Source: an optimization exercise on an open RTL-to-GDS flow (aim: small area and few clock cycles). Production flows keep margins and buffers that such runs may drop.
Function was checked by simulation only, so behaviour that the tests miss may differ from the original.
The clock cells of runs 2 to 6 come from the design's own scripts or RTL, not from TritonCTS.
No driver is modelled on the clock port, so clock power and skew are understated where the tree is cut down; a real chip needs a root buffer or a tree.
Power is estimated from default activity; no workload was simulated.

`flow/constraint.sdc`:
```
create_clock -name core_clock -period 7.0 [get_ports {i_clk}]
set_input_delay 1.4000 -clock core_clock [delete_from_list [all_inputs] [get_ports {i_clk}]]
set_output_delay 1.4000 -clock core_clock [all_outputs]
set_load 0.01 [all_outputs]
```
`flow/flow/reopt.ys`:
```
# Re-map the standard synthesis's combinational logic for area. Registers
# (sequential cells) stay as they are, as black boxes with their names.
read_liberty -ignore_miss_func @LIB@
blackbox @SEQ@
read_verilog @IN@
hierarchy -top @TOP@
flatten
opt_clean -purge
abc -liberty @LIB@ @DU@ -script @SCRIPT@
opt_clean -purge
hilomap -singleton -hicell sky130_fd_sc_hd__conb_1 HI -locell sky130_fd_sc_hd__conb_1 LO
insbuf -buf sky130_fd_sc_hd__buf_4 A X
splitnets
opt_clean -purge
stat -liberty @LIB@
write_verilog -noattr -nohex -nodec @OUT@

# The written netlist on its own, with every cell a library black box.
design -reset
read_liberty -lib @LIB@
read_verilog @OUT@
hierarchy -check -top @TOP@
check -assert -mapped
stat -liberty @LIB@
```
`flow/config.mk`:
```
export PLATFORM = sky130hd
export DESIGN_NAME = date_string_validator
export DESIGN_NICKNAME = date_string_validator
export VERILOG_FILES = /design/flow/design.v
export SDC_FILE = /design/flow/constraint.sdc
export NUM_CORES = 4
export LEC_CHECK = 0
export ABC_AREA = 1
export CAP_MARGIN = 20
export CORE_MARGIN = 2
export CORE_UTILIZATION = 70
export SLEW_MARGIN = 20
```
`flow/flow/run.sh`:
```
#!/bin/bash
# The standard synthesis, then its combinational logic re-mapped for area
# by ABC (every register kept, same cell and name), then the standard
# layout with the port buffers made from the smallest buffer cell.
set -euo pipefail
HERE=$(pwd)
R=$HERE/orfs/results/$FLOW_PLATFORM/date_string_validator/base
L=$HERE/orfs/logs/$FLOW_PLATFORM/date_string_validator/base
YOSYS=$(command -v yosys || echo "$FLOW_HOME/../tools/install/yosys/bin/yosys")

bash standard.sh synth > standard_synth.log 2>&1
cp "$R/1_2_yosys.v" "$HERE/synth_standard.v"

LIB=$FLOW_HOME/platforms/$FLOW_PLATFORM/lib/sky130_fd_sc_hd__tt_025C_1v80.lib
DU=$(grep -o -- "-dont_use [A-Za-z0-9_]*" "$L/1_2_yosys.log" | sort -u | tr '\n' ' ')
SEQ=$(grep -o "sky130_fd_sc_hd__[a-z0-9_]*" synth_standard.v | sort -u | grep -E "__(e?s?df|dl|sedf)" | tr '\n' ' ')
sed -e "s#@LIB@#$LIB#g" -e "s#@SEQ@#$SEQ#" -e "s#@DU@#$DU#" \
    -e "s#@IN@#$HERE/synth_standard.v#" -e "s#@OUT@#$R/1_2_yosys.v#" \
    -e "s#@SCRIPT@#$HERE/flow/area.abc#" -e "s#@TOP@#$FLOW_TOP#" flow/reopt.ys > reopt.ys
"$YOSYS" -s reopt.ys > reopt.log 2>&1
rm -f "$R/1_synth.odb" "$R/1_synth.sdc"

bash standard.sh "BUFFER_PORTS_ARGS=-buffer_cell sky130_fd_sc_hd__buf_1" \
    "CTS_ARGS=-sink_clustering_enable -repair_clock_nets -sink_clustering_size 35 -sink_clustering_max_diameter 100 -dont_use_dummy_load" finish > standard.log 2>&1
```
`flow/flow/area.abc`:
```
strash
&get -n
&deepsyn -T 60
&put
balance -l; resub -K 6 -l; rewrite -l; resub -K 6 -N 2 -l; refactor -l; resub -K 8 -l; balance -l; resub -K 8 -N 2 -l; rewrite -l; resub -K 10 -l; rewrite -z -l; resub -K 10 -N 2 -l; balance -l; resub -K 12 -l; refactor -z -l; resub -K 12 -N 2 -l; rewrite -z -l; balance -l
&get -n
&st
&dch -f
&nf -a -R 1000
&put
mfs3 -a
topo
```
`flow/standard.sh`:
```
#!/bin/bash
# synth_recipe.tcl (not shown) runs the flow's synth.tcl, then flattens the netlist and writes it again
# the make line also repeats each setting of config.mk as NAME=value (left out here)
make -C /OpenROAD-flow-scripts/flow DESIGN_CONFIG=/design/flow/config.mk WORK_HOME=/design/flow/orfs CLKGATE_MAP_FILE= SYNTH_SCRIPT=/design/flow/synth_recipe.tcl "${@:-finish}"
```
`flow/design.v`:
```
`default_nettype none
package dsv_pkg;
    localparam logic [7:0] CHAR_SLASH = 8'h2F;
    localparam logic [13:0] YEAR_MIN_RESET = 14'd2000;
    localparam logic [13:0] YEAR_MAX_RESET = 14'd2999;
    localparam logic CFG_YEAR_MIN = 1'b0;
    localparam logic CFG_YEAR_MAX = 1'b1;
    localparam logic [3:0] ERR_OK       = 4'd0;
    localparam logic [3:0] ERR_MISSING  = 4'd1;
    localparam logic [3:0] ERR_EXTRA    = 4'd2;
    localparam logic [3:0] ERR_EMPTY    = 4'd3;
    localparam logic [3:0] ERR_NONDIGIT = 4'd4;
    localparam logic [3:0] ERR_OVERFLOW = 4'd5;
    localparam logic [3:0] ERR_MONTH    = 4'd6;
    localparam logic [3:0] ERR_YEAR     = 4'd7;
    localparam logic [3:0] ERR_DAY      = 4'd8;
    localparam logic [3:0] MONTH_BIG = 4'hF;
    localparam logic [3:0] NDIG_OVF  = 4'd14;
    localparam logic [3:0] NDIG_LOCK = 4'd15;
    localparam logic [1:0] CMP_EQ    = 2'd0;
    localparam logic [1:0] CMP_LT    = 2'd1;
    localparam logic [1:0] CMP_GT    = 2'd2;
    localparam logic [1:0] CMP_EMPTY = 2'd3;
    typedef struct packed {
        logic [1:0]  slash_count;
        logic [3:0]  ndig;
        logic [1:0]  cmp;
        logic        nondigit;
        logic [4:0]  day;
        logic [3:0]  month;
        logic        year_big;
        logic [13:0] year;
        logic        zero1;
        logic        zero2;
    } t_parts;
    function automatic logic [15:0] add16(input logic [15:0] a, input logic [15:0] b);
        logic [15:0] s;
        logic        c;
        c = 1'b0;
        for (int i = 0; i < 16; i++) begin
            s[i] = a[i] ^ b[i] ^ c;
            c    = (a[i] & b[i]) | (c & (a[i] ^ b[i]));
        end
        add16 = s;
    endfunction
    function automatic logic lt16(input logic [15:0] a, input logic [15:0] b);
        logic lt;
        lt = 1'b0;
        for (int i = 0; i < 16; i++) begin
            lt = (~a[i] & b[i]) | (~a[i] & lt) | (b[i] & lt);
        end
        lt16 = lt;
    endfunction
endpackage
`default_nettype wire
`default_nettype none
module dsv_accum (
    input  wire logic     i_clk,
    input  wire logic     i_rst_n,
    input  wire logic     i_take,
    input  wire logic [8:0] i_beat,
    output dsv_pkg::t_parts o_state
);
    dsv_pkg::t_parts r_state;
    dsv_pkg::t_parts n_state;
    logic        r_fresh;
    logic [1:0]  slash_count;
    logic [3:0]  ndig;
    logic [1:0]  cmp;
    logic        nondigit;
    logic [4:0]  day;
    logic [7:0]  ch;
    logic [3:0]  d;
    logic        is_slash;
    logic        is_digit;
    logic        sticky;
    logic        sig;
    logic [3:0]  lim;
    logic [1:0]  ncmp;
    logic [4:0]  day_sum;
    logic        day_carry;
    logic [13:0] year_sum;
    logic        year_carry;
    logic        c;
    assign ch       = i_beat[8:1];
    assign d        = ch[3:0];
    assign is_slash = ch == dsv_pkg::CHAR_SLASH;
    assign is_digit = ch[7:4] == 4'h3 && !(d[3] && (d[2] || d[1]));
    assign slash_count = r_fresh ? 2'd0 : r_state.slash_count;
    assign ndig        = r_fresh ? 4'd0 : r_state.ndig;
    assign cmp         = r_fresh ? dsv_pkg::CMP_EMPTY : r_state.cmp;
    assign nondigit    = !r_fresh && r_state.nondigit;
    assign day         = r_fresh ? 5'd0 : r_state.day;
    assign sticky = ndig[3] && ndig[2] && ndig[1];
    always_comb begin
        case (ndig)
            4'd0: lim = 4'd2;
            4'd1: lim = 4'd1;
            4'd2: lim = 4'd4;
            4'd3: lim = 4'd7;
            4'd4: lim = 4'd4;
            4'd5: lim = 4'd8;
            4'd6: lim = 4'd3;
            4'd7: lim = 4'd6;
            4'd8: lim = 4'd4;
            default: lim = 4'd7;
        endcase
    end
    always_comb begin
        year_sum[0] = d[0];
        year_sum[1] = r_state.year[0] ^ d[1];
        c           = r_state.year[0] & d[1];
        year_sum[2] = r_state.year[1] ^ d[2] ^ c;
        c           = (r_state.year[1] & d[2]) | (c & (r_state.year[1] ^ d[2]));
        year_sum[3] = r_state.year[2] ^ r_state.year[0] ^ (d[3] | c);
        c           = (r_state.year[2] & r_state.year[0])
                    | ((d[3] | c) & (r_state.year[2] ^ r_state.year[0]));
        for (int i = 4; i < 14; i++) begin
            year_sum[i] = r_state.year[i-1] ^ r_state.year[i-3] ^ c;
            c           = (r_state.year[i-1] & r_state.year[i-3])
                        | (c & (r_state.year[i-1] ^ r_state.year[i-3]));
        end
        year_carry = c | r_state.year[13] | r_state.year[12] | r_state.year[11];
        day_sum[0] = d[0];
        day_sum[1] = day[0] ^ d[1];
        c          = day[0] & d[1];
        day_sum[2] = day[1] ^ d[2] ^ c;
        c          = (day[1] & d[2]) | (c & (day[1] ^ d[2]));
        day_sum[3] = day[2] ^ day[0] ^ (d[3] | c);
        c          = (day[2] & day[0]) | ((d[3] | c) & (day[2] ^ day[0]));
        day_sum[4] = day[3] ^ day[1] ^ c;
        c          = (day[3] & day[1]) | (c & (day[3] ^ day[1]));
        day_carry  = c | day[4] | day[3] | day[2];
    end
    always_comb begin
        n_state = r_state;
        n_state.slash_count = slash_count;
        n_state.ndig        = ndig;
        n_state.cmp         = cmp;
        n_state.nondigit    = nondigit;
        n_state.day         = day;
        sig = ndig != 4'd0 || d != 4'd0;
        if (cmp != dsv_pkg::CMP_EQ && cmp != dsv_pkg::CMP_EMPTY) begin
            ncmp = cmp;
        end else if (dsv_pkg::lt16({12'b0, d}, {12'b0, lim})) begin
            ncmp = dsv_pkg::CMP_LT;
        end else if (d != lim) begin
            ncmp = dsv_pkg::CMP_GT;
        end else begin
            ncmp = dsv_pkg::CMP_EQ;
        end
        if (is_slash) begin
            n_state.slash_count = {slash_count[1] | slash_count[0], slash_count[1] | ~slash_count[0]};
            n_state.cmp = dsv_pkg::CMP_EMPTY;
            if (ndig == dsv_pkg::NDIG_LOCK || cmp == dsv_pkg::CMP_EMPTY || nondigit) begin
                n_state.ndig = dsv_pkg::NDIG_LOCK;
            end else if (ndig != dsv_pkg::NDIG_OVF) begin
                n_state.ndig = 4'd0;
            end
            if (slash_count == 2'd0) begin
                n_state.month = 4'd0;
            end
            if (slash_count == 2'd1) begin
                n_state.year_big = 1'b0;
                n_state.year     = 14'd0;
                n_state.zero1    = 1'b1;
                n_state.zero2    = 1'b1;
            end
        end else if (slash_count != 2'd3) begin
            if (ndig != dsv_pkg::NDIG_LOCK && !is_digit) begin
                n_state.nondigit = 1'b1;
            end
            if (cmp == dsv_pkg::CMP_EMPTY) begin
                n_state.cmp = dsv_pkg::CMP_EQ;
            end
            if (is_digit) begin
                if (sig && !sticky) begin
                    n_state.cmp = ncmp;
                    if (ndig == 4'd10 || (ndig == 4'd9 && ncmp == dsv_pkg::CMP_GT)) begin
                        n_state.ndig = dsv_pkg::NDIG_OVF;
                    end else begin
                        n_state.ndig = 4'(dsv_pkg::add16({12'b0, ndig}, 16'd1));
                    end
                end
                case (slash_count)
                    2'd0: begin
                        if (day_carry || (ndig != 4'd0 && day == 5'd0)) begin
                            n_state.day = 5'd0;
                        end else begin
                            n_state.day = day_sum;
                        end
                    end
                    2'd1: begin
                        if (r_state.month == 4'd0) begin
                            n_state.month = d;
                        end else if (r_state.month == 4'd1 && !d[3] && !d[2] && !(d[1] && d[0])) begin
                            n_state.month = {1'b1, d[1], !d[1], d[0]};
                        end else begin
                            n_state.month = dsv_pkg::MONTH_BIG;
                        end
                    end
                    default: begin
                        n_state.year = year_sum;
                        if (year_carry) begin
                            n_state.year_big = 1'b1;
                        end
                        n_state.zero2 = r_state.zero1;
                        n_state.zero1 = d == 4'd0;
                    end
                endcase
            end
        end
    end
    always_ff @(posedge i_clk) begin
        if (!i_rst_n) begin
            r_fresh <= 1'b1;
        end else if (i_take) begin
            r_fresh <= i_beat[0];
        end
    end
    always_ff @(posedge i_clk) begin
        if (i_take) begin
            r_state <= n_state;
        end
    end
    assign o_state = r_state;
endmodule
`default_nettype wire
`default_nettype none
module dsv_judge (
    input  wire logic [13:0] i_year_min_n,
    input  wire logic [13:0] i_year_max_n,
    input  wire dsv_pkg::t_parts i_snap,
    output logic [26:0]      o_data
);
    logic       leap;
    logic       feb;
    logic       m30;
    logic       day_bad;
    logic [3:0] code;
    logic       c_max;
    logic       c_min;
    logic       above_max;
    logic       below_min;
    always_comb begin
        c_max = 1'b0;
        c_min = 1'b1;
        for (int i = 0; i < 14; i++) begin
            c_max = (i_snap.year[i] & i_year_max_n[i]) | (c_max & (i_snap.year[i] | i_year_max_n[i]));
            c_min = (i_snap.year[i] & i_year_min_n[i]) | (c_min & (i_snap.year[i] | i_year_min_n[i]));
        end
        above_max = c_max;
        below_min = !c_min;
    end
    always_comb begin
        leap = i_snap.year[1:0] == 2'b00
            && (!(i_snap.zero1 && i_snap.zero2) || i_snap.year[3:2] == 2'b00);
        feb  = i_snap.month == 4'd2;
        m30  = i_snap.month == 4'd4 || i_snap.month == 4'd6
            || i_snap.month == 4'd9 || i_snap.month == 4'd11;
        day_bad = i_snap.day == 5'd0
               || (i_snap.day == 5'd29 && feb && !leap)
               || (i_snap.day == 5'd30 && feb)
               || (i_snap.day == 5'd31 && (feb || m30));
        if (i_snap.slash_count < 2'd2) begin
            code = dsv_pkg::ERR_MISSING;
        end else if (i_snap.slash_count == 2'd3) begin
            code = dsv_pkg::ERR_EXTRA;
        end else if (i_snap.ndig == dsv_pkg::NDIG_LOCK) begin
            code = i_snap.nondigit ? dsv_pkg::ERR_NONDIGIT : dsv_pkg::ERR_EMPTY;
        end else if (i_snap.cmp == dsv_pkg::CMP_EMPTY) begin
            code = dsv_pkg::ERR_EMPTY;
        end else if (i_snap.nondigit) begin
            code = dsv_pkg::ERR_NONDIGIT;
        end else if (i_snap.ndig == dsv_pkg::NDIG_OVF) begin
            code = dsv_pkg::ERR_OVERFLOW;
        end else if (i_snap.month == 4'd0 || (i_snap.month[3] && i_snap.month[2] && (i_snap.month[1] || i_snap.month[0]))) begin
            code = dsv_pkg::ERR_MONTH;
        end else if (i_snap.year_big || below_min || above_max) begin
            code = dsv_pkg::ERR_YEAR;
        end else if (day_bad) begin
            code = dsv_pkg::ERR_DAY;
        end else begin
            code = dsv_pkg::ERR_OK;
        end
        o_data = '0;
        o_data[26:23] = code;
        if (code == dsv_pkg::ERR_OK) begin
            o_data[22:18] = i_snap.day;
            o_data[17:14] = i_snap.month;
            o_data[13:0]  = i_snap.year;
        end
    end
endmodule
`default_nettype wire
`default_nettype none
module date_string_validator (
    input  wire logic        i_clk,
    input  wire logic        i_rst_n,
    input  wire logic        i_valid,
    output logic             o_stall,
    input  wire logic [8:0]  i_data,
    output logic             o_valid,
    input  wire logic        i_stall,
    output logic [26:0] o_data,
    input  wire logic        i_cfg_we,
    input  wire logic        i_cfg_index,
    input  wire logic [13:0] i_cfg_data
);
    logic        r_valid;
    logic        take;
    logic [13:0] r_year_min_n;
    logic [13:0] r_year_max_n;
    dsv_pkg::t_parts state;
    assign o_stall = r_valid && i_stall;
    assign take    = i_valid && !o_stall;
    assign o_valid = r_valid;
    always_ff @(posedge i_clk) begin
        if (!i_rst_n) begin
            r_valid <= 1'b0;
        end else if (!o_stall) begin
            r_valid <= take && i_data[0];
        end
    end
    always_ff @(posedge i_clk) begin
        if (!i_rst_n) begin
            r_year_min_n <= ~dsv_pkg::YEAR_MIN_RESET;
            r_year_max_n <= ~dsv_pkg::YEAR_MAX_RESET;
        end else if (i_cfg_we) begin
            if (i_cfg_index == dsv_pkg::CFG_YEAR_MIN) begin
                r_year_min_n <= ~i_cfg_data;
            end
            if (i_cfg_index == dsv_pkg::CFG_YEAR_MAX) begin
                r_year_max_n <= ~i_cfg_data;
            end
        end
    end
    dsv_accum u_accum (
        .i_clk   (i_clk),
        .i_rst_n (i_rst_n),
        .i_take  (take && i_rst_n),
        .i_beat  (i_data),
        .o_state (state)
    );
    dsv_judge u_judge (
        .i_year_min_n (r_year_min_n),
        .i_year_max_n (r_year_max_n),
        .i_snap     (state),
        .o_data     (o_data)
    );
endmodule
`default_nettype wire
```
==> results of run 1 <==
registers in the layout (all words and copies together) (netlist names):
name and flops:
r_year_min_n 14, u_accum.r_state 35, u_accum.r_fresh 1, r_valid 1, r_year_max_n 14
cells in the final DEF, fill, tap and decap left out, types with 4 or more instances in the layout:
cell type,n
and2_0,28
o21ai_0,44
nor2b_1,10
nand2_1,63
a21oi_1,49
o22ai_1,11
clkinv_1,10
dfxtp_1,30
nand2b_1,8
xor2_1,5
nand3_1,8
xnor2_1,8
nor2_1,46
a22o_1,5
a31oi_1,9
nor3_1,9
buf_1,57
a221oi_1,4
a22oi_1,6
clkbuf_8,9
edfxtp_1,35
tightest hold or removal path: cells and delay by family (launching register included):
kind,cells,cell delay (ns)
simple gates,1,0.05
compound gates,1,0.06
flops,1,0.33
metal layers:
metal | vias up | part of all wire (%)
met4 | 0 | 3.1
met5 | - | 0
met3 | 30 | 10
li1 | 1697 | -
met1 | 1657 | 41
met2 | 238 | 46
through the flow:
| step | total power, mW | cells | setup slack (ns) |
|---|---|---|---|
| 6_report | 0.729 | 557 | 1.94 |
| 5_1_grt | 0.750 | 557 | 1.65 |
| 4_1_cts | 0.727 | 557 | 2.03 |
| 3_5_place_dp | 0.499 | 548 | 1.83 |
| 3_3_place_gp | 0.496 | 548 | 2.11 |
| 2_1_floorplan | 0.474 | 422 | 2.47 |
area by class of cell:
class                           count  share of cell area (%)
Timing Repair Buffer               59                    5.72
Sequential cell                    65                    41.3
Clock buffer                        9                    3.10
Inverter                           10                   0.938
Multi-Input combinational cell    347                    46.9
Tap cell                           67                    2.10
power by group through the flow:
| stage | combinational [mW] | sequential [mW] | clock (mW) |
|---|---|---|---|
| 2_1_floorplan | 0.0420 | 0.432 | 0 |
| 3_3_place_gp | 0.0611 | 0.435 | 0 |
| 3_5_place_dp | 0.0634 | 0.436 | 0 |
| 4_1_cts | 0.0641 | 0.428 | 0.235 |
| 5_1_grt | 0.0727 | 0.430 | 0.248 |
| 6_report | 0.0654 | 0.428 | 0.235 |
final timing paths:
| check | to | startpoint | cells past startpoint | slack, ns |
|---|---|---|---|---|
| max reg2reg | u_accum.r_state[15] | u_accum.r_state[3] | 18 | 2.87 |
| min reg2reg | r_year_max_n[0] | r_year_max_n[0] | 2 | 0.47 |
| max | o_data[5] | u_accum.r_state[3] | 17 | 1.94 |
| min | r_year_max_n[0] | r_year_max_n[0] | 2 | 0.47 |
==> flow_summary.yaml, run 1 <==
status:
  status: "complete, no violations"
worst_setup_path:
  endpoint_kind: "output port"
  cp_cell_sequence: "o22ai_1 > a31oi_1 > a221oi_1 > nor2_1 > a221oi_1 > o21ai_0 > o21ai_0 > a21oi_1 > a221oi_1 > o21ai_0 > o2111ai_1 > nor2_1 > nand2_1 > nor3_1 > buf_4 > and2_0 > buf_1"
  worstPathMaxFanout: 22
  crit_required_ns: 5.60
  crit_type: "reg2out"
  worst_ep_arrival_time_ns: 3.66
  crit_path_start_kind: "register"
  worst-path-buf-inv: 2
  critPathSlowestCell: "edfxtp_1"
  critical_path.top_delay_family: "compound AO/OA/AOI/OAI gates"
  max_stage_delay_ns: 0.62
sta:
  slew_violations: 0
  tightest_slew_ns: 1.04
  period_share_pct: 72.3
  rsz0062_at_grt: "false"
  fmax_mhz: 197
  finalSetupTns_ns: 0
  period_minus_slack_ns: 5.06
  hold_slack_ns: 0.471
  finalClockSkew_ns: 0.0194
  slew_headroom_pct: 30.0
  hold_violations: 0
  setup_viol: 0
placement:
  hpwl_um: 6370
  gp_congestion: 0.968
  io_buffers: 57
  postPlaceCellArea_sq_um: 3880
die:
  core_sq_um: 4820
  ios: 58
  num_rows: 25
  start_util_pct: 74.0
  die_y_um: 75.4
  die_area_sq_um: 5680
  die_w_um: 75.4
grt:
  grt_pass1_wl_um: 13800
  grtUsageTotal_pct: 32.3
  busiest_layer: "met2"
  gr-total-overflow: 0
  grt_pass1_vias: 3067
  antenna_found_initial: 0
  met2_usage_pct: 49.0
  use_met1_pct: 44.8
  grt_max_degree: 23
  grtUsageMet3_pct: 6.48
cts:
  cts_resized: 0
  tritoncts: "built"
  clkLatencyLatePin_ns: 0.35
  clock_path_buffers: 2
  cts.sinks: 65
  cts.root.buffer_cell: "clkbuf_8"
  numCtsBuffers: 9
  cts_max_level: 3
  ctsHoldBuffers: 0
  cts.clk_slew.worst_paths_ns: 0.06
  cts_setup_buffers: 0
synthesis:
  syn_area_sq_um: 3560
  synthesis.nets: 451
  syn_avg_cell_area_sq_um: 8.44
  netlist_instances: 422
  ys_warn_count: 3
detailed_routing:
  dr.pass1.iters: 6
  vias: 3622
  drc: 0
  ant_nets: 0
  vias_per_cell: 6.50
  wl_per_cell_um: 15.9
  drt_wl_total_um: 8860
  drtIter0Drc: 397
power:
  seqPwrFrac_pct: 58.8
  sw_frac_of_total_pct: 24.0
  intPower_mw: 0.553
  power.net_switching_mw: 0.175
  vdd.ir_drop.worst_mv: 0.171
  combPwrFrac_pct: 9.0
  pwr_density_cell_nw_per_um2: 182
  power_leakage_nw: 1.34
  power_frac_clock_pct: 32.2
finish:
  regArea_sq_um: 1650
  multi_input_area_sq_um: 1870
  fillers: 331
  antenna_cells: 0
  final_area_sq_um: 4000
  finalCoreUtilization_pct: 83.0
  drive_gt1_share_pct: 2.24
  nets: 521
  area_growth_pct: 12.3
run:
  maxCapViolations: 0
hold_path:
  min_path_type: "reg2reg"
Testbench counts, summed over its fixed seeds: cycles 32,331.
==> run 2: changes to the inputs <==
==> flow/flow/run.sh (replaced) <==
#!/bin/bash
# The standard synthesis, then its combinational logic re-mapped for area
# by ABC (every register kept, same cell and name), then the standard
# layout with two changes: the port buffers are made from the smallest
# buffer cell, and the clock tree is a flat one of a few buffers
# (flow/pre_cts.tcl).
set -euo pipefail
HERE=$(pwd)
R=$HERE/orfs/results/$FLOW_PLATFORM/date_string_validator/base
L=$HERE/orfs/logs/$FLOW_PLATFORM/date_string_validator/base
YOSYS=$(command -v yosys || echo "$FLOW_HOME/../tools/install/yosys/bin/yosys")

bash standard.sh synth > standard_synth.log 2>&1
cp "$R/1_2_yosys.v" "$HERE/synth_standard.v"

LIB=$FLOW_HOME/platforms/$FLOW_PLATFORM/lib/sky130_fd_sc_hd__tt_025C_1v80.lib
DU=$(grep -o -- "-dont_use [A-Za-z0-9_]*" "$L/1_2_yosys.log" | sort -u | tr '\n' ' ')
SEQ=$(grep -o "sky130_fd_sc_hd__[a-z0-9_]*" synth_standard.v | sort -u | grep -E "__(e?s?df|dl|sedf)" | tr '\n' ' ')
sed -e "s#@LIB@#$LIB#g" -e "s#@SEQ@#$SEQ#" -e "s#@DU@#$DU#" \
    -e "s#@IN@#$HERE/synth_standard.v#" -e "s#@OUT@#$R/1_2_yosys.v#g" \
    -e "s#@SCRIPT@#$HERE/flow/area.abc#" -e "s#@TOP@#$FLOW_TOP#g" flow/reopt.ys > reopt.ys
"$YOSYS" -s reopt.ys > reopt.log 2>&1
rm -f "$R/1_synth.odb" "$R/1_synth.sdc"

export FLAT_CTS_BUFFER=sky130_fd_sc_hd__clkbuf_8
export FLAT_CTS_GROUPS=4
bash standard.sh "BUFFER_PORTS_ARGS=-buffer_cell sky130_fd_sc_hd__buf_1" \
    "PRE_CTS_TCL=$HERE/flow/pre_cts.tcl" finish > standard.log 2>&1
==> flow/flow/flat_clock_tree.tcl (new file) <==
# A flat clock tree: the register clock pins are split into k groups by
# place (k-means on their positions), and each group is driven by one clock
# buffer placed at the group's centre. The clock port feeds only the k
# buffer inputs.
proc flat_clock_tree { port_net_name master_name k } {
  set block [ord::get_db_block]
  set master [[ord::get_db] findMaster $master_name]
  set clk [$block findNet $port_net_name]
  set pins {}
  foreach it [$clk getITerms] {
    set loc [[$it getInst] getLocation]
    lappend pins [list $it [lindex $loc 0] [lindex $loc 1]]
  }
  set n [llength $pins]
  # Start the centres on pins spread through the list sorted by x.
  set sorted [lsort -integer -index 1 $pins]
  set cx {}
  set cy {}
  for {set c 0} {$c < $k} {incr c} {
    set p [lindex $sorted [expr {($c * $n + $n / 2) / $k}]]
    lappend cx [lindex $p 1]
    lappend cy [lindex $p 2]
  }
  for {set iter 0} {$iter < 20} {incr iter} {
    set assign {}
    foreach p $pins {
      set best 0
      set bd -1
      for {set c 0} {$c < $k} {incr c} {
        set dx [expr {[lindex $p 1] - [lindex $cx $c]}]
        set dy [expr {[lindex $p 2] - [lindex $cy $c]}]
        set d [expr {abs($dx) + abs($dy)}]
        if {$bd < 0 || $d < $bd} { set bd $d; set best $c }
      }
      lappend assign $best
    }
    for {set c 0} {$c < $k} {incr c} {
      set sx 0; set sy 0; set m 0
      foreach p $pins a $assign {
        if {$a == $c} { incr sx [lindex $p 1]; incr sy [lindex $p 2]; incr m }
      }
      if {$m > 0} {
        lset cx $c [expr {$sx / $m}]
        lset cy $c [expr {$sy / $m}]
      }
    }
  }
  for {set c 0} {$c < $k} {incr c} {
    set leaf [odb::dbNet_create $block "${port_net_name}_leaf_$c"]
    $leaf setSigType CLOCK
    set buf [odb::dbInst_create $block $master "${port_net_name}_leaf_buf_$c"]
    [$buf findITerm A] connect $clk
    [$buf findITerm X] connect $leaf
    $buf setLocation [lindex $cx $c] [lindex $cy $c]
    $buf setPlacementStatus PLACED
    set m 0
    foreach p $pins a $assign {
      if {$a == $c} {
        set it [lindex $p 0]
        $it disconnect
        $it connect $leaf
        incr m
      }
    }
    puts "flat_clock_tree: $master_name $c drives $m clock pins"
  }
}
==> flow/flow/pre_cts.tcl (new file) <==
# Sourced by ORFS's cts.tcl just before it calls clock_tree_synthesis.
# The design's few registers need no multi-level tree: the call is replaced
# by flat_clock_tree, which clusters the register clock pins into a few
# groups by place and drives each group from one clock buffer, all fed
# straight from the clock port.
source [file join [file dirname [info script]] flat_clock_tree.tcl]
rename clock_tree_synthesis orfs_clock_tree_synthesis
proc clock_tree_synthesis { args } {
  set clk_port [lindex [get_property [lindex [all_clocks] 0] sources] 0]
  flat_clock_tree [get_full_name $clk_port] $::env(FLAT_CTS_BUFFER) $::env(FLAT_CTS_GROUPS)
  set_propagated_clock [all_clocks]
}
==> flow_summary.yaml, run 2 <==
grt:
  grtUsageMet3_pct: 1.85
  met2_usage_pct: 49.3
  grtUsageTotal_pct: 29.5
  grt_pass1_wl_um: 13400
  gr-total-overflow: 0
  grt_pass1_vias: 2986
  antenna_found_initial: 0
  grt_max_degree: 23
  use_met1_pct: 43.1
  busiest_layer: "met2"
cts:
  cts_setup_buffers: 0
  cts.clk_slew.worst_paths_ns: 0.12
  clkLatencyLatePin_ns: 0.17
  cts_resized: 0
  ctsHoldBuffers: 0
die:
  num_rows: 25
  die_y_um: 75.4
  die_w_um: 75.4
  start_util_pct: 74.0
  die_area_sq_um: 5680
  ios: 58
  core_sq_um: 4820
synthesis:
  syn_avg_cell_area_sq_um: 8.44
  netlist_instances: 422
  synthesis.nets: 451
  syn_area_sq_um: 3560
  ys_warn_count: 3
detailed_routing:
  drt_wl_total_um: 8560
  vias: 3527
  dr.pass1.iters: 6
  vias_per_cell: 6.39
  wl_per_cell_um: 15.5
  drc: 0
  ant_nets: 0
  drtIter0Drc: 377
finish:
  layout_commonest_cell: "nand2_1"
  area_growth_pct: 10.3
  nets: 516
  largest_register: "u_accum.r_state"
  reg_top3: "u_accum.r_state x35, r_year_max_n x14, r_year_min_n x14"
  final_area_sq_um: 3930
  drive_gt1_share_pct: 1.24
  mostFrequentLayoutCells: "63 x nand2_1, 57 x buf_1, 49 x a21oi_1, 46 x nor2_1, 44 x o21ai_0"
  final_cell_count_no_fill: 552
  antenna_cells: 0
  largest_register_ff_count: 35
power:
  sw_frac_of_total_pct: 22.6
  intPower_mw: 0.492
  power.net_switching_mw: 0.143
  vdd.ir_drop.worst_mv: 0.198
  power_frac_clock_pct: 22.4
  p_total_mw: 0.635
  pwr_density_cell_nw_per_um2: 161
  seqPwrFrac_pct: 67.4
  combPwrFrac_pct: 10.2
  power_leakage_nw: 1.31
worst_setup_path:
  max_stage_delay_ns: 0.44
  crit_type: "in2reg"
  cp_cell_sequence: "buf_1 > o21ai_0 > nand2_1 > a21oi_1 > nor2b_1 > o21ai_0 > o21ai_0 > a21oi_1 > nand2_1 > nand3_1 > o21ai_0 > o21ai_0 > nand2_1 > a31oi_1 > maj3_1 > and2_0 > a21oi_1 > xnor2_1 > o21ai_0 > a21oi_1"
  critical_path.top_delay_family: "compound AO/OA/AOI/OAI gates"
  worstReg2RegStart: "u_accum.r_state[3]"
  endpoint_kind: "register"
  rr_worst_depth: 18
  r2r_slack_ns: 2.85
  critPathSlowestCell: "buf_1"
  crit_path_start_kind: "input port"
  worstPathMaxFanout: 14
  worst-path-buf-inv: 1
  worst_ep_arrival_time_ns: 5.03
  r2r_end: "u_accum.r_state[15]"
  crit_required_ns: 6.93
  crit_top_cell: "o21ai_0"
hold_path:
  hp-start: "r_year_max_n[0]"
  holdPathEnd: "r_year_max_n[0]"
  hold_path_depth: 2
  min_path_type: "reg2reg"
placement:
  gp_congestion: 0.968
  io_buffers: 57
  placed_cells: 548
  postPlaceCellArea_sq_um: 3880
  hpwl_um: 6370
sta:
  period_share_pct: 72.9
  slew_headroom_pct: 33.6
  slew_violations: 0
  fmax_mhz: 196
  setup_viol: 0
  hold_violations: 0
  period_minus_slack_ns: 5.10
  tightest_slew_ns: 0.983
  finalSetupTns_ns: 0
  rsz0062_at_grt: "false"
  finalClockSkew_ns: 0.0312
  hold_slack_ns: 0.482
status:
  status: "complete, no violations"
run:
  maxCapViolations: 0
## run 2: how the worst max path moves through the flow
stage / cells after the start / startpoint / slack (ns) / endpoint
global placement: 20 / i_data[2] / 2.11 / u_accum.r_state[15]
CTS: 20 / i_data[2] / 2.01 / u_accum.r_state[15]
floorplan: 15 / u_accum.r_state[3] / 2.47 / o_data[0]
global route: 20 / i_data[2] / 1.48 / u_accum.r_state[15]
finish: 20 / i_data[2] / 1.90 / u_accum.r_state[15]
detailed placement: 20 / i_data[2] / 1.83 / u_accum.r_state[15]
## run 2: final cells by class
type,instances,area [sq um]
buffer,4,55.1
fill,343,886
inverter,10,37.5
multi-input combinational,347,1870
sequential,65,1650
tap,67,83.8
timing repair buffer,59,229
## run 2: per-layer routing
metal | wire length [um] | part of all wire (%)
met3 | 781 | 9.1
met4 | 158 | 1.8
met2 | 4030 | 47
met1 | 3590 | 42
met5 | 0 | 0
## run 2: through the flow
stage | setup WS, ns | util (%)
final | 1.90 | 81.6
after global routing | 1.48 | 81.6
after CTS | 2.01 | 81.6
after detailed placement | 1.83 | 80.5
after global placement | 2.11 | 80.5
after floorplan | 2.47 | -
## run 2: power by group through the flow
stage / clock network (mW) / logic [mW] / registers, mW
floorplan: 0 / 0.0420 / 0.432
global placement: 0 / 0.0611 / 0.435
detailed placement: 0 / 0.0634 / 0.436
CTS: 0.140 / 0.0638 / 0.427
global route: 0.152 / 0.0724 / 0.430
finish: 0.142 / 0.0650 / 0.428
## run 2: worst reg2reg max path, delay by kind of cell (launching register included)
family / cells / cell delay [ns]
fa+ha+maj: 1 / 0.26
simple gates: 5 / 0.66
compound gates: 11 / 2.23
xor+xnor: 1 / 0.17
flops: 1 / 0.60
==> run 3: changes to the inputs <==
--- a/flow/flow/flat_clock_tree.tcl
+++ b/flow/flow/flat_clock_tree.tcl
@@ -1,7 +1,7 @@
-# A flat clock tree: the register clock pins are split into k groups by
-# place (k-means on their positions), and each group is driven by one clock
-# buffer placed at the group's centre. The clock port feeds only the k
-# buffer inputs.
+# A flat clock tree: the register clock pins are split into k groups of
+# nearly equal size by place (balanced k-means on their positions), and
+# each group is driven by one clock buffer placed at the group's centre.
+# The clock port feeds only the k buffer inputs.
 proc flat_clock_tree { port_net_name master_name k } {
   set block [ord::get_db_block]
   set master [[ord::get_db] findMaster $master_name]
@@ -21,18 +21,26 @@
     lappend cx [lindex $p 1]
     lappend cy [lindex $p 2]
   }
+  # Balanced k-means: each group takes at most ceil(n / k) pins, handed out
+  # nearest first.
+  set cap [expr {($n + $k - 1) / $k}]
   for {set iter 0} {$iter < 20} {incr iter} {
-    set assign {}
-    foreach p $pins {
-      set best 0
-      set bd -1
+    set pairs {}
+    for {set i 0} {$i < $n} {incr i} {
+      set p [lindex $pins $i]
       for {set c 0} {$c < $k} {incr c} {
-        set dx [expr {[lindex $p 1] - [lindex $cx $c]}]
-        set dy [expr {[lindex $p 2] - [lindex $cy $c]}]
-        set d [expr {abs($dx) + abs($dy)}]
-        if {$bd < 0 || $d < $bd} { set bd $d; set best $c }
+        set d [expr {abs([lindex $p 1] - [lindex $cx $c]) + abs([lindex $p 2] - [lindex $cy $c])}]
+        lappend pairs [list $d $i $c]
       }
-      lappend assign $best
+    }
+    set assign [lrepeat $n -1]
+    set size [lrepeat $k 0]
+    foreach pr [lsort -integer -index 0 $pairs] {
+      lassign $pr d i c
+      if {[lindex $assign $i] < 0 && [lindex $size $c] < $cap} {
+        lset assign $i $c
+        lset size $c [expr {[lindex $size $c] + 1}]
+      }
     }
     for {set c 0} {$c < $k} {incr c} {
       set sx 0; set sy 0; set m 0
==> flow_summary.yaml, run 3 <==
hold_path:
  hp-start: "r_year_max_n[0]"
  min_path_type: "reg2reg"
worst_setup_path:
  crit_required_ns: 6.92
  crit_type: "in2reg"
  critical_path.top_delay_family: "compound AO/OA/AOI/OAI gates"
  critPathSlowestCell: "buf_1"
  cp-startpoint: "i_data[2]"
  cp_cell_sequence: "buf_1 > o21ai_0 > nand2_1 > a21oi_1 > nor2b_1 > o21ai_0 > o21ai_0 > a21oi_1 > nand2_1 > nand3_1 > o21ai_0 > o21ai_0 > nand2_1 > a31oi_1 > maj3_1 > and2_0 > a21oi_1 > xnor2_1 > o21ai_0 > a21oi_1"
  crit_path_start_kind: "input port"
  worst_ep_arrival_time_ns: 4.99
  worstReg2RegStart: "u_accum.r_state[3]"
  endpoint_kind: "register"
  crit_top_cell: "o21ai_0"
  worst-path-buf-inv: 1
  max_stage_delay_ns: 0.42
  worstPathMaxFanout: 14
detailed_routing:
  ant_nets: 0
  drt_wl_total_um: 8440
  dr.pass1.iters: 5
  wl_per_cell_um: 15.3
  vias_per_cell: 6.38
  drc: 0
  drtIter0Drc: 373
  vias: 3522
grt:
  antenna_found_initial: 0
  grt_pass1_vias: 2976
  grt_max_degree: 23
  grt_pass1_wl_um: 13400
  gr-total-overflow: 0
  grtUsageTotal_pct: 29.4
sta:
  hold_violations: 0
  slew_headroom_pct: 33.6
  tightest_slew_ns: 0.983
  slew_violations: 0
  period_minus_slack_ns: 5.08
  finalSetupTns_ns: 0
  period_share_pct: 72.5
  fmax_mhz: 197
  hold_slack_ns: 0.487
  finalClockSkew_ns: 0.0135
  rsz0062_at_grt: "false"
  setup_viol: 0
synthesis:
  synthesis.nets: 451
  syn_area_sq_um: 3560
  netlist_instances: 422
  syn_avg_cell_area_sq_um: 8.44
  ys_warn_count: 3
die:
  core_sq_um: 4820
  die_y_um: 75.4
  start_util_pct: 74.0
  die_w_um: 75.4
  num_rows: 25
  ios: 58
  die_area_sq_um: 5680
cts:
  ctsHoldBuffers: 0
  clkLatencyLatePin_ns: 0.16
  cts_resized: 0
  cts_setup_buffers: 0
  cts.clk_slew.worst_paths_ns: 0.10
finish:
  mostFrequentLayoutCells: "63 x nand2_1, 57 x buf_1, 49 x a21oi_1, 46 x nor2_1, 44 x o21ai_0"
  fillers: 343
  largest_register: "u_accum.r_state"
  largest_register_ff_count: 35
  finalCoreUtilization_pct: 81.6
  antenna_cells: 0
  layout_commonest_cell: "nand2_1"
  nets: 516
  drive_gt1_share_pct: 1.24
  regArea_sq_um: 1650
  reg_top3: "u_accum.r_state x35, r_year_max_n x14, r_year_min_n x14"
  multi_input_area_sq_um: 1870
  area_growth_pct: 10.3
placement:
  hpwl_um: 6370
  gp_congestion: 0.968
  io_buffers: 57
power:
  power_leakage_nw: 1.31
  pwr_density_cell_nw_per_um2: 162
  vdd.ir_drop.worst_mv: 0.204
run:
  maxCapViolations: 0
status:
  status: "complete, no violations"
[run 3: tightest hold or removal path, stage by stage (launching register included)]
cell and delay (ns):
dfxtp_1 0.35, nand2_1 0.05, o21ai_0 0.06
[run 3: routing by layer]
metal | GRT usage, % | vias to the layer above | share of wire (%)
met5 | 0 | - | 0
met1 | 43.1 | 1623 | 42
met4 | 5.85 | 0 | 1.8
met2 | 48.9 | 196 | 47
li1 | - | 1688 | -
met3 | 1.85 | 15 | 8.8
[run 3: worst paths after layout]
kind / cells past startpoint / slack [ns] / to
worst min register to register: 2 / 0.49 / r_year_max_n[0]
worst max register to register: 18 / 2.89 / u_accum.r_state[15]
worst max-delay path: 20 / 1.92 / u_accum.r_state[15]
worst min-delay path: 2 / 0.49 / r_year_max_n[0]
[run 3: layout make-up]
cell class	count	area share (%)
multi-input combinational	347	47.7
sequential	65	42.0
timing repair buffer	59	5.82
tap	67	2.13
buffer	4	1.40
inverter	10	0.955
[run 3: report_power, final]
group	switching, mW	total (mW)	internal, mW
registers	0.0143	0.428	0.413
logic	0.0394	0.0647	0.0254
clock network	0.0915	0.145	0.0530
[run 3: per-stage QoR]
stage	area [sq um]	power, mW	instances	worst slack (ns)
after floorplan	3560	0.474	422	2.47
after global routing	3930	0.655	552	1.47
final	3930	0.637	552	1.92
after CTS	3930	0.633	552	1.99
after detailed placement	3880	0.499	548	1.83
after global placement	3880	0.496	548	2.11
==> run 4: changes to the inputs <==
--- a/flow/design.v
+++ b/flow/design.v
@@ -160,12 +160,10 @@
             if (slash_count == 2'd0) begin
                 n_state.month = 4'd0;
             end
-            if (slash_count == 2'd1) begin
-                n_state.year_big = 1'b0;
-                n_state.year     = 14'd0;
-                n_state.zero1    = 1'b1;
-                n_state.zero2    = 1'b1;
-            end
+            n_state.year_big = 1'b0;
+            n_state.year     = 14'd0;
+            n_state.zero1    = 1'b1;
+            n_state.zero2    = 1'b1;
         end else if (slash_count != 2'd3) begin
             if (ndig != dsv_pkg::NDIG_LOCK && !is_digit) begin
                 n_state.nondigit = 1'b1;
==> flow_summary.yaml, run 4 <==
placement:
  io_buffers: 57
  dp_slack_ns: 1.52
  gp_congestion: 0.932
  hpwl_um: 6480
sta:
  period_minus_slack_ns: 5.41
  layout_setup_ws_ns: 1.59
  rsz0062_at_grt: "false"
  slew_headroom_pct: 50.9
  finalClockSkew_ns: 0.0120
  tightest_slew_ns: 0.737
  slew_violations: 0
  setup_viol: 0
  period_share_pct: 77.3
  hold_violations: 0
  fmax_mhz: 185
  finalSetupTns_ns: 0
finish:
  largest_register_ff_count: 35
  multi_input_area_sq_um: 1860
  area_growth_pct: 10.2
  antenna_cells: 0
  mostFrequentLayoutCells: "57 x buf_1, 51 x nand2_1, 46 x a21oi_1, 44 x o21ai_0, 42 x nor2_1"
  nets: 503
  drive_gt1_share_pct: 1.27
  fillers: 338
  largest_register: "u_accum.r_state"
  layout_commonest_cell: "buf_1"
  regArea_sq_um: 1650
  reg_top3: "u_accum.r_state x35, r_year_max_n x14, r_year_min_n x14"
run:
  maxCapViolations: 0
synthesis:
  netlist_instances: 410
  ys_warn_count: 3
  synthesis.nets: 439
  syn_area_sq_um: 3550
  syn_avg_cell_area_sq_um: 8.66
worst_setup_path:
  crit_required_ns: 6.91
  crit_type: "in2reg"
  cp-startpoint: "i_data[2]"
  crit_path_start_kind: "input port"
  crit_top_cell: "a21oi_1"
  worst-path-buf-inv: 1
  r2r_end: "u_accum.r_state[15]"
  critPathCapture: "u_accum.r_state[15]"
  path_depth: 20
  r2r_slack_ns: 2.42
  worstReg2RegStart: "u_accum.r_state[4]"
  critical_path.top_delay_family: "compound AO/OA/AOI/OAI gates"
  critPathSlowestCell: "maj3_1"
  worst_ep_arrival_time_ns: 5.32
  cp_cell_sequence: "buf_1 > nand2_1 > a21oi_1 > nor3_1 > o21ai_0 > o21ai_0 > nor2_1 > a21o_1 > maj3_1 > nand2_1 > nand4_1 > a21oi_1 > nor2_1 > maj3_1 > maj3_1 > and2_0 > a21oi_1 > xnor2_1 > o21ai_0 > a21oi_1"
  rr_worst_depth: 19
  worstPathMaxFanout: 14
  endpoint_kind: "register"
  max_stage_delay_ns: 0.40
power:
  vdd.ir_drop.worst_mv: 0.206
  pwr_density_cell_nw_per_um2: 163
  power_leakage_nw: 1.31
cts:
  ctsHoldBuffers: 0
  clkLatencyLatePin_ns: 0.16
  cts_resized: 0
  cts.clk_slew.worst_paths_ns: 0.10
  cts_setup_buffers: 0
detailed_routing:
  ant_nets: 0
  dr.pass1.iters: 5
  wl_met2_um: 4220
  vias: 3552
  drt_wl_total_um: 8920
  drc: 0
  drtIter0Drc: 322
  wl_per_cell_um: 16.6
  highest-signal-layer: "met4"
  wl_met3_um: 766
  wirelength_met1_um: 3810
  vias_per_cell: 6.59
grt:
  grt_pass1_vias: 3140
  grtUsageTotal_pct: 32.0
  grt_pass1_wl_um: 14300
  grt_max_degree: 24
  gr-total-overflow: 0
  antenna_found_initial: 0
hold_path:
  min_path_type: "reg2reg"
  hold_path_depth: 2
status:
  status: "complete, no violations"
die:
  die_w_um: 75.2
  ios: 58
  core_sq_um: 4820
  die_y_um: 75.2
  start_util_pct: 73.7
  die_area_sq_um: 5660
  num_rows: 25
[run 4: worst min-delay path by stage]
stage | from | end | slack [ns]
floorplan | r_year_max_n[0] | r_year_max_n[0] | 0.43
global placement | r_year_max_n[1] | r_year_max_n[1] | 0.46
detailed placement | r_year_max_n[5] | r_year_max_n[5] | 0.48
CTS | r_year_max_n[1] | r_year_max_n[1] | 0.49
global route | r_year_min_n[8] | r_year_min_n[8] | 0.52
finish | r_year_min_n[8] | r_year_min_n[8] | 0.50
[run 4: cell type report]
type / instances / share of cell area, %
multi-input cells: 334 / 47.5
flip-flops and latches: 65 / 42.2
repair buffers: 58 / 5.66
well taps: 67 / 2.14
plain buffers: 4 / 1.41
inverters: 11 / 1.05
[run 4: report_power, final]
group	internal [mW]	switching [mW]
registers	0.413	0.0142
logic	0.0236	0.0405
clock network	0.0531	0.0939
total	0.490	0.149
[run 4: layer usage]
| layer | up-vias | track usage, % |
|---|---|---|
| met5 | - | 0 |
| met4 | 0 | 6.24 |
| met3 | 18 | 1.74 |
| met2 | 209 | 54.5 |
| met1 | 1667 | 46.1 |
| li1 | 1658 | - |
[run 4: worst min-delay path, delay by kind of cell, from the launching register on]
kind            cells  cell delay, ns
flops               1            0.34
compound gates      1            0.06
simple gates        1            0.05
[run 4: through the flow]
step	utilization, %	cells	hold slack [ns]	total power [mW]	cell area [sq um]
2_1_floorplan	-	410	0.426	0.471	3550
3_3_place_gp	80.1	535	0.465	0.494	3860
3_5_place_dp	80.1	535	0.475	0.498	3860
4_1_cts	81.2	539	0.494	0.635	3910
5_1_grt	81.2	539	0.521	0.656	3910
6_report	81.2	539	0.497	0.639	3910
Testbench counts of run 4, summed over its fixed seeds: cycles 32,331.
==> run 5: changes to the inputs <==
--- a/flow/design.v
+++ b/flow/design.v
@@ -164,49 +164,43 @@
             n_state.year     = 14'd0;
             n_state.zero1    = 1'b1;
             n_state.zero2    = 1'b1;
-        end else if (slash_count != 2'd3) begin
+        end else begin
             if (ndig != dsv_pkg::NDIG_LOCK && !is_digit) begin
                 n_state.nondigit = 1'b1;
             end
             if (cmp == dsv_pkg::CMP_EMPTY) begin
                 n_state.cmp = dsv_pkg::CMP_EQ;
             end
-            if (is_digit) begin
-                if (sig && !sticky) begin
-                    n_state.cmp = ncmp;
-                    if (ndig == 4'd10 || (ndig == 4'd9 && ncmp == dsv_pkg::CMP_GT)) begin
-                        n_state.ndig = dsv_pkg::NDIG_OVF;
-                    end else begin
-                        n_state.ndig = 4'(dsv_pkg::add16({12'b0, ndig}, 16'd1));
-                    end
+            if (sig && !sticky) begin
+                n_state.cmp = ncmp;
+                if (ndig == 4'd10 || (ndig == 4'd9 && ncmp == dsv_pkg::CMP_GT)) begin
+                    n_state.ndig = dsv_pkg::NDIG_OVF;
+                end else begin
+                    n_state.ndig = 4'(dsv_pkg::add16({12'b0, ndig}, 16'd1));
                 end
-                case (slash_count)
-                    2'd0: begin
-                        if (day_carry || (ndig != 4'd0 && day == 5'd0)) begin
-                            n_state.day = 5'd0;
-                        end else begin
-                            n_state.day = day_sum;
-                        end
-                    end
-                    2'd1: begin
-                        if (r_state.month == 4'd0) begin
-                            n_state.month = d;
-                        end else if (r_state.month == 4'd1 && !d[3] && !d[2] && !(d[1] && d[0])) begin
-                            n_state.month = {1'b1, d[1], !d[1], d[0]};
-                        end else begin
-                            n_state.month = dsv_pkg::MONTH_BIG;
-                        end
-                    end
-                    default: begin
-                        n_state.year = year_sum;
-                        if (year_carry) begin
-                            n_state.year_big = 1'b1;
-                        end
-                        n_state.zero2 = r_state.zero1;
-                        n_state.zero1 = d == 4'd0;
-                    end
-                endcase
             end
+            if (slash_count == 2'd0) begin
+                if (day_carry || (ndig != 4'd0 && day == 5'd0)) begin
+                    n_state.day = 5'd0;
+                end else begin
+                    n_state.day = day_sum;
+                end
+            end
+            if (slash_count == 2'd1) begin
+                if (r_state.month == 4'd0) begin
+                    n_state.month = d;
+                end else if (r_state.month == 4'd1 && !d[3] && !d[2] && !(d[1] && d[0])) begin
+                    n_state.month = {1'b1, d[1], !d[1], d[0]};
+                end else begin
+                    n_state.month = dsv_pkg::MONTH_BIG;
+                end
+            end
+            n_state.year = year_sum;
+            if (year_carry) begin
+                n_state.year_big = 1'b1;
+            end
+            n_state.zero2 = r_state.zero1;
+            n_state.zero1 = d == 4'd0;
         end
     end
     always_ff @(posedge i_clk) begin
--- a/flow/flow/area.abc
+++ b/flow/flow/area.abc
@@ -9,4 +9,11 @@
 &nf -a -R 1000
 &put
 mfs3 -a
+strash
+&get -n
+&st
+&dch -f
+&nf -a -R 1000
+&put
+mfs3 -a
 topo
==> flow_summary.yaml, run 5 <==
status:
  status: "complete, no violations"
power:
  pwr_density_cell_nw_per_um2: 189
  power_leakage_nw: 1.25
  p_total_mw: 0.733
  vdd.ir_drop.worst_mv: 0.213
sta:
  finalClockSkew_ns: 0.0274
  finalSetupTns_ns: 0
  tightest_slew_ns: 0.869
  slew_headroom_pct: 42.1
  setup_viol: 0
  period_minus_slack_ns: 5.75
  slew_violations: 0
  layout_setup_ws_ns: 1.25
  fmax_mhz: 174
  hold_violations: 0
  period_share_pct: 82.2
  hold_slack_ns: 0.497
  rsz0062_at_grt: "false"
worst_setup_path:
  max_stage_delay_ns: 0.60
  cp_cell_sequence: "a211oi_1 > o21ai_0 > o221ai_1 > a21oi_1 > a221oi_1 > o21ai_0 > o221ai_1 > a21oi_1 > a221oi_1 > a2111oi_0 > o21ai_0 > nand2b_1 > or3_1 > nor3_2 > buf_4 > and2_0 > buf_1"
  crit_required_ns: 5.60
  worstReg2RegStart: "u_accum.r_state[3]"
  critical_path.top_delay_family: "compound AO/OA/AOI/OAI gates"
  crit_path_start_kind: "register"
  endpoint_kind: "output port"
  worst_ep_arrival_time_ns: 4.35
  worst-path-buf-inv: 2
  worstPathMaxFanout: 15
  crit_top_cell: "o21ai_0"
  critPathSlowestCell: "edfxtp_1"
  cp-startpoint: "u_accum.r_state[3]"
  crit_type: "reg2out"
finish:
  finalCoreUtilization_pct: 81.0
  final_area_sq_um: 3880
  layout_commonest_cell: "buf_1"
  nets: 490
  fillers: 345
  antenna_cells: 0
  final_cell_count_no_fill: 526
  drive_gt1_share_pct: 1.53
  reg_top3: "u_accum.r_state x35, r_year_max_n x14, r_year_min_n x14"
  area_growth_pct: 10.4
  mostFrequentLayoutCells: "57 x buf_1, 44 x o21ai_0, 41 x nor2_1, 41 x a21oi_1, 39 x nand2_1"
  largest_register: "u_accum.r_state"
  largest_register_ff_count: 35
die:
  num_rows: 25
  ios: 58
  core_sq_um: 4790
  die_y_um: 74.8
  die_area_sq_um: 5600
  start_util_pct: 73.4
  die_w_um: 74.8
placement:
  io_buffers: 57
  hpwl_um: 6290
  dp_slack_ns: 1.36
  postPlaceCellArea_sq_um: 3810
  placed_cells: 521
  gp_congestion: 0.898
grt:
  gr-total-overflow: 0
  grt_max_degree: 31
  grtUsageTotal_pct: 30.5
  antenna_found_initial: 0
  grt_pass1_wl_um: 13600
  grt_pass1_vias: 3016
synthesis:
  netlist_instances: 397
  syn_area_sq_um: 3510
  syn_avg_cell_area_sq_um: 8.85
  ys_warn_count: 3
  synthesis.nets: 426
detailed_routing:
  wl_per_cell_um: 16.7
  vias: 3396
  drt_wl_total_um: 8780
  drtIter0Drc: 285
  vias_per_cell: 6.46
  ant_nets: 0
  dr.pass1.iters: 5
  drc: 0
cts:
  cts_resized: 0
  cts.clk_slew.worst_paths_ns: 0.10
  clkLatencyLatePin_ns: 0.17
  ctsHoldBuffers: 0
  cts_setup_buffers: 0
hold_path:
  min_path_type: "reg2reg"
  hp-start: "r_year_min_n[9]"
run:
  maxCapViolations: 0
## run 5: worst paths after layout
check | to | slack [ns] | cells after the start
worst max-delay path | o_data[18] | 1.25 | 17
worst min-delay path | r_year_min_n[9] | 0.50 | 2
worst max register to register | u_accum.r_state[15] | 2.72 | 18
worst min register to register | r_year_min_n[9] | 0.50 | 2
## run 5: metal layers
metal  routed length [um]  GRT usage (%)  vias to the layer above
met5                    0              0                        -
met3                  712           4.02                       18
met2                 4080           49.1                      164
met1                 3820           44.2                     1596
li1                     -              -                     1618
met4                  173           6.94                        0
## run 5: worst min-delay path: cells and delay by family (launching register included)
| family | cells | cell delay, ns |
|---|---|---|
| AND/OR/NAND/NOR | 1 | 0.05 |
| AO/OA/AOI/OAI | 1 | 0.06 |
| flip-flops | 1 | 0.34 |
## run 5: power breakdown
| part | internal [mW] | total, mW | switching [mW] |
|---|---|---|---|
| combinational | 0.0514 | 0.120 | 0.0684 |
| sequential | 0.430 | 0.462 | 0.0325 |
| clock | 0.0532 | 0.150 | 0.0973 |
| total | 0.534 | 0.733 | 0.198 |
## run 5: layout make-up
| type | instances | area [sq um] | share of cell area [%] |
|---|---|---|---|
| timing repair buffer | 58 | 221 | 5.71 |
| inverter | 7 | 26.3 | 0.678 |
| multi-input combinational | 325 | 1840 | 47.4 |
| buffer | 4 | 55.1 | 1.42 |
| tap | 67 | 83.8 | 2.16 |
| sequential | 65 | 1650 | 42.6 |
Testbench counts of run 5, summed over its fixed seeds: cycles 32,331.
==> run 6: changes to the inputs <==
--- a/flow/config.mk
+++ b/flow/config.mk
@@ -9,4 +9,5 @@
 export CAP_MARGIN = 20
 export CORE_MARGIN = 2
 export CORE_UTILIZATION = 70
+export GPL_TIMING_DRIVEN = 0
 export SLEW_MARGIN = 20
==> flow_summary.yaml, run 6 <==
grt:
  use_met1_pct: 43.7
  gr-total-overflow: 0
  grt_max_degree: 31
  antenna_found_initial: 0
  met2_usage_pct: 48.4
  grtUsageTotal_pct: 29.6
  busiest_layer: "met2"
  grtUsageMet3_pct: 2.68
  grt_pass1_wl_um: 13000
  grt_pass1_vias: 2830
synthesis:
  syn_area_sq_um: 3500
  ys_warn_count: 3
  synthesis.nets: 417
  netlist_instances: 388
  syn_avg_cell_area_sq_um: 9.03
worst_setup_path:
  worst-path-buf-inv: 1
  crit_path_start_kind: "input port"
  worst_ep_arrival_time_ns: 6.44
  critical_path.top_delay_family: "adder cells"
  crit_type: "in2reg"
  worstPathMaxFanout: 16
  critPathSlowestCell: "maj3_1"
  crit_top_cell: "maj3_1"
  path_depth: 16
  rr_worst_depth: 15
  endpoint_kind: "register"
  max_stage_delay_ns: 0.41
  cp_cell_sequence: "buf_1 > a21oi_1 > o21ai_0 > maj3_1 > and2_0 > a21o_1 > maj3_1 > maj3_1 > maj3_1 > maj3_1 > maj3_1 > maj3_1 > maj3_1 > maj3_1 > a21oi_1 > a21oi_1"
  crit_required_ns: 6.92
finish:
  drive_gt1_share_pct: 1.56
  reg_top3: "u_accum.r_state x35, r_year_max_n x14, r_year_min_n x14"
  antenna_cells: 0
  final_cell_count_no_fill: 517
  mostFrequentLayoutCells: "57 x buf_1, 44 x o21ai_0, 42 x a21oi_1, 40 x nor2_1, 35 x edfxtp_1"
  nets: 481
  layout_commonest_cell: "buf_1"
  area_growth_pct: 10.4
  largest_register: "u_accum.r_state"
  largest_register_ff_count: 35
  final_area_sq_um: 3870
detailed_routing:
  wl_per_cell_um: 15.9
  vias_per_cell: 6.32
  ant_nets: 0
  dr.pass1.iters: 5
  drtIter0Drc: 316
  drt_wl_total_um: 8230
  vias: 3268
  drc: 0
hold_path:
  hold_path_depth: 2
  min_path_type: "reg2reg"
placement:
  hpwl_um: 6030
  gp_congestion: 0.929
  io_buffers: 57
  placed_cells: 513
  dp_slack_ns: 0.352
  postPlaceCellArea_sq_um: 3810
sta:
  period_share_pct: 93.1
  finalClockSkew_ns: 0.0130
  tightest_slew_ns: 0.909
  setup_viol: 0
  layout_setup_ws_ns: 0.480
  fmax_mhz: 153
  slew_headroom_pct: 39.4
  rsz0062_at_grt: "false"
  slew_violations: 0
  hold_violations: 0
  finalSetupTns_ns: 0
  period_minus_slack_ns: 6.52
die:
  start_util_pct: 73.2
  die_w_um: 74.7
  num_rows: 25
  die_area_sq_um: 5580
  core_sq_um: 4790
  die_y_um: 74.7
  ios: 58
status:
  status: "complete, no violations"
power:
  vdd.ir_drop.worst_mv: 0.160
  power_leakage_nw: 1.25
  pwr_density_cell_nw_per_um2: 186
  p_total_mw: 0.718
cts:
  cts_resized: 0
  cts.clk_slew.worst_paths_ns: 0.11
  cts_setup_buffers: 0
  clkLatencyLatePin_ns: 0.16
  ctsHoldBuffers: 0
run:
  maxCapViolations: 0
## run 6: final cells by class
cell class                 instances  area (sq um)
timing repair buffer              58           221
buffer                             4          55.1
fill                             332           918
tap                               67          83.8
sequential                        65          1650
inverter                           9          33.8
multi-input combinational        314          1820
## run 6: worst paths after layout
check | startpoint | endpoint | slack [ns]
max | i_data[3] | u_accum.r_state[16] | 0.48
min | r_year_max_n[0] | r_year_max_n[0] | 0.49
min reg2reg | r_year_max_n[0] | r_year_max_n[0] | 0.49
max reg2reg | u_accum.r_state[3] | u_accum.r_state[16] | 1.45
## run 6: where the power goes
part | leakage (nW) | internal [mW] | switching, mW
Sequential | 0.565 | 0.428 | 0.0307
Combinational | 0.655 | 0.0481 | 0.0627
Clock | 0.0288 | 0.0531 | 0.0955
## run 6: worst register-to-register path: cells and delay by family, from the launching register on
family                     cells  cell delay [ns]
adders and majority gates      9             3.62
AOI/OAI and AO/OA              5             0.92
DFF                            1             0.60
and+or+nand+nor                1             0.19
## run 6: routing by layer
metal  vias up  share of wire (%)
li1       1586                  -
met1      1524                 45
met2       144                 47
met3        14                7.4
met4         0                1.5
met5         -                  0
## run 6: metrics by stage
step,utilization [%],hold WS (ns)
after floorplan,-,0.425
after global placement,79.4,0.443
after detailed placement,79.7,0.469
after CTS,80.8,0.492
after global routing,80.8,0.524
final,80.8,0.488

## afterwards: timing with drivers on the ports
In the flow no input, the clock included, has a driving cell. The finished layouts below were timed again as built, in two steps.
Step 1 sets driving cells, clkbuf_16 on the clock port and buf_2 on the other inputs (assumed; they add their load-dependent delay and slew).
Step 2, shift: input delay + t, output delay - t, t = (earliest + latest rising clock arrival at the registers) / 2. This alone moves slack from input paths to output paths.
Three values: ideal, step 1, step 2; two values: the first two.
run | t (ns) | setup WS [ns] | latest minus earliest clock arrival (ns) | worst register clock-pin slew, ns
run 1 | 0.364 | 1.936 / 1.906 / 1.717 | 0.025 / 0.026 | 0.08 / 0.08
run 2 | 0.213 | 1.898 / 1.929 / 1.716 | 0.032 / 0.032 | 0.12 / 0.12
run 3 | 0.213 | 1.923 / 1.958 / 1.745 | 0.014 / 0.013 | 0.10 / 0.10
run 4 | 0.210 | 1.589 / 1.574 / 1.411 | 0.013 / 0.013 | 0.10 / 0.10
run 5 | 0.229 | 1.248 / 1.180 / 1.409 | 0.028 / 0.028 | 0.12 / 0.12
run 6 | 0.211 | 0.480 / 0.517 / 0.306 | 0.014 / 0.014 | 0.11 / 0.11
After both steps every run listed still meets setup and hold. The setup slack of run 1, which loses most, moves by -0.030 ns with the drivers and by -0.219 ns with both steps.
